This design comes from an exercise in tuning for small area on the open sky130 flow, not from production work.
The RTL was checked by simulation tests, not by an equivalence proof against the original design.

== the previous run ==
## cpu_top
module cpu_top
(
    input  logic     clock,
    input  logic     rst,
    input  logic     ack,
    input  isa_pkg::word_t    rdata,
    output logic     req,
    output bus_pkg::mem_req_t mem_req,
    output logic     halted
);
    localparam logic [3:0] S_INIT   = 4'd0;    
    localparam logic [3:0] S_LX     = 4'd1;    
    localparam logic [3:0] S_LXI    = 4'd2;    
    localparam logic [3:0] S_FETCH  = 4'd3;    
    localparam logic [3:0] S_EXW    = 4'd4;    
    localparam logic [3:0] S_EX1    = 4'd5;    
    localparam logic [3:0] S_EX2    = 4'd6;    
    localparam logic [3:0] S_LXB    = 4'd7;    
    localparam logic [3:0] S_STREQ  = 4'd8;    
    localparam logic [3:0] S_LXW    = 4'd9;    
    localparam logic [3:0] S_HALTED = 4'd10;
    logic [3:0]  state;
    logic [5:0]  k;
    logic        last;
    logic        first;
    logic [5:0]  op;
    logic [2:0]  sa;
    logic [2:0]  sb;
    logic [2:0]  dst;
    logic        hilo;
    logic        imm_bit;
    logic        st_init, st_ex1, st_ex2, st_lxb, st_inc, st_streq;
    logic [63:0] regs [0:7];
    logic [7:0]  ro;
    logic [63:0] pcr;
    logic [63:0] xr;
    logic [63:0] yr;
    logic [7:0]  flags;
    logic [5:0]  s;       
    logic        c;       
  ...
Size: about 200 I/O pins, roughly 18000 µm² of cells after synthesis.
clock: 10.0 ns
lec_check: 0
cap_margin: 20
core_margin: 2
core_utilization: 40
slew_margin: 20
standard.sh (not shown) runs the stock make flow with config.mk's settings and CLKGATE_MAP_FILE= SYNTH_SCRIPT=/design/flow/synth_recipe.tcl, a recipe that flattens the netlist after the stock synthesis.
==> flow/flow/run.sh <==
#!/bin/bash
# Standard ORFS layout (the standard.sh, unchanged synthesis, floorplan,
# power grid and routing) with two changes:
#  - ports are buffered with sky130_fd_sc_hd__buf_1 instead of the default pick
#  - the clock tree is built from clkbuf_8 only, without dummy loads
# make's full output goes to standard.log; ORFS writes its per-step logs
# under orfs/logs.
export BUFFER_PORTS_ARGS="-buffer_cell sky130_fd_sc_hd__buf_1"
export CTS_ARGS="-sink_clustering_enable -repair_clock_nets -buf_list sky130_fd_sc_hd__clkbuf_8 -sink_clustering_size 20 -sink_clustering_max_diameter 60 -dont_use_dummy_load"
bash standard.sh > standard.log 2>&1
Input-level comparison between the current run and the previous run:
--- a/flow/design.v
+++ b/flow/design.v
@@ -139,51 +139,34 @@
     assign b_sel = st_lxb ? s[2:0] : sb;
     assign a_bit = ro[sa];
     assign b_bit = ro[b_sel];
     assign fa    = flags[sa];
     assign fb    = flags[sb];
     assign sub    = op_sub | op_feq | op_flt;
     assign bb     = b_bit ^ sub;
     assign cin    = first ? (sub | ~st_ex1) : c;
     assign c_next = st_ex1 ? ((~op_feq & a_bit & bb) | (cin & (a_bit ^ bb)))
                            : (pcr[0] & cin);
+    logic [3:0] lut;
+    logic       ldi_bit;
     always_comb
     begin
-        alu_bit = 1'b0;
-        if (op_ldi)
-        begin
-            if (hilo)
-            begin
-                alu_bit = k[5] ? imm_bit : a_bit;
-            end
-            else
-            begin
-                alu_bit = ~k[5] & imm_bit;
-            end
-        end
-        else if (op_add | op_sub)
-        begin
-            alu_bit = a_bit ^ bb ^ cin;
-        end
-        else if (op_and)
-        begin
-            alu_bit = a_bit & b_bit;
-        end
-        else if (op_or)
-        begin
-            alu_bit = a_bit | b_bit;
-        end
-        else if (op_xor)
-        begin
-            alu_bit = a_bit ^ b_bit;
-        end
+        case (op[2:0])
+            3'd1:    lut = 4'b0110;    
+            3'd2:    lut = 4'b1001;    
+            3'd3:    lut = 4'b1000;    
+            3'd4:    lut = 4'b1110;    
+            default: lut = 4'b0110;    
+        endcase
     end
+    assign ldi_bit = hilo ? (k[5] ? imm_bit : a_bit) : (~k[5] & imm_bit);
+    assign alu_bit = op_ldi ? ldi_bit : (lut[{a_bit, b_bit}] ^ ((op_add | op_sub) & cin));
     assign ge      = (k >= s);
     assign reg_op  = op_ldi | op_add | op_sub | op_and | op_or | op_xor;
     assign wen_any = st_ex1 & reg_op | st_ex2;
     assign w_bit   = ~st_init & (st_ex2 ? (ge & yr[0]) : alu_bit);
     always_comb
     begin
         for (int j = 0; j < 8; j++)
         begin
             wen[j] = st_init | (wen_any & (dst == 3'(j)));
         end
==> comparison <==
Higher wire length of the first global-routing pass among the current run and the previous run: the previous run. Between the current run and the previous run, the via count figures differ only marginally. Sort the current run and the previous run by fraction of the cycle the final worst path needs desc -> top: the previous run. Relative to the previous run, the final cell area reported for the current run is lower. The highest fanout seen on the critical path reported for the current run is smaller than that of the previous run by 3. Relative area change from synthesis to final layout essentially unchanged between the previous run and the current run.

==> port drivers added, routing unchanged <==
The flow's constraints put no driver on any port. The routed layouts listed below were extracted and timed again, unchanged, in two steps. Step 1 assumes that a clkbuf_16 drives the clock port and a buf_2 every other input. Step 2 moves the port delays by t, midway between the first and last clock arrival at a register: inputs arrive t later, outputs are due t later. That takes back most of the time a late clock gives input paths. a / b / c = no drivers / after step 1 / after step 2; a / b = the first two.
run | t, ns | setup WS [ns] | pins driven straight from the clock port
the previous run | 0.611 | 5.186 / 5.199 / 4.588 | 1
the current run | 0.649 | 5.766 / 5.742 / 5.093 | 1
After both steps setup and hold are still met in every run listed. The setup slack of the current run, which loses most, moves by -0.024 ns with the drivers and by -0.673 ns with both steps.
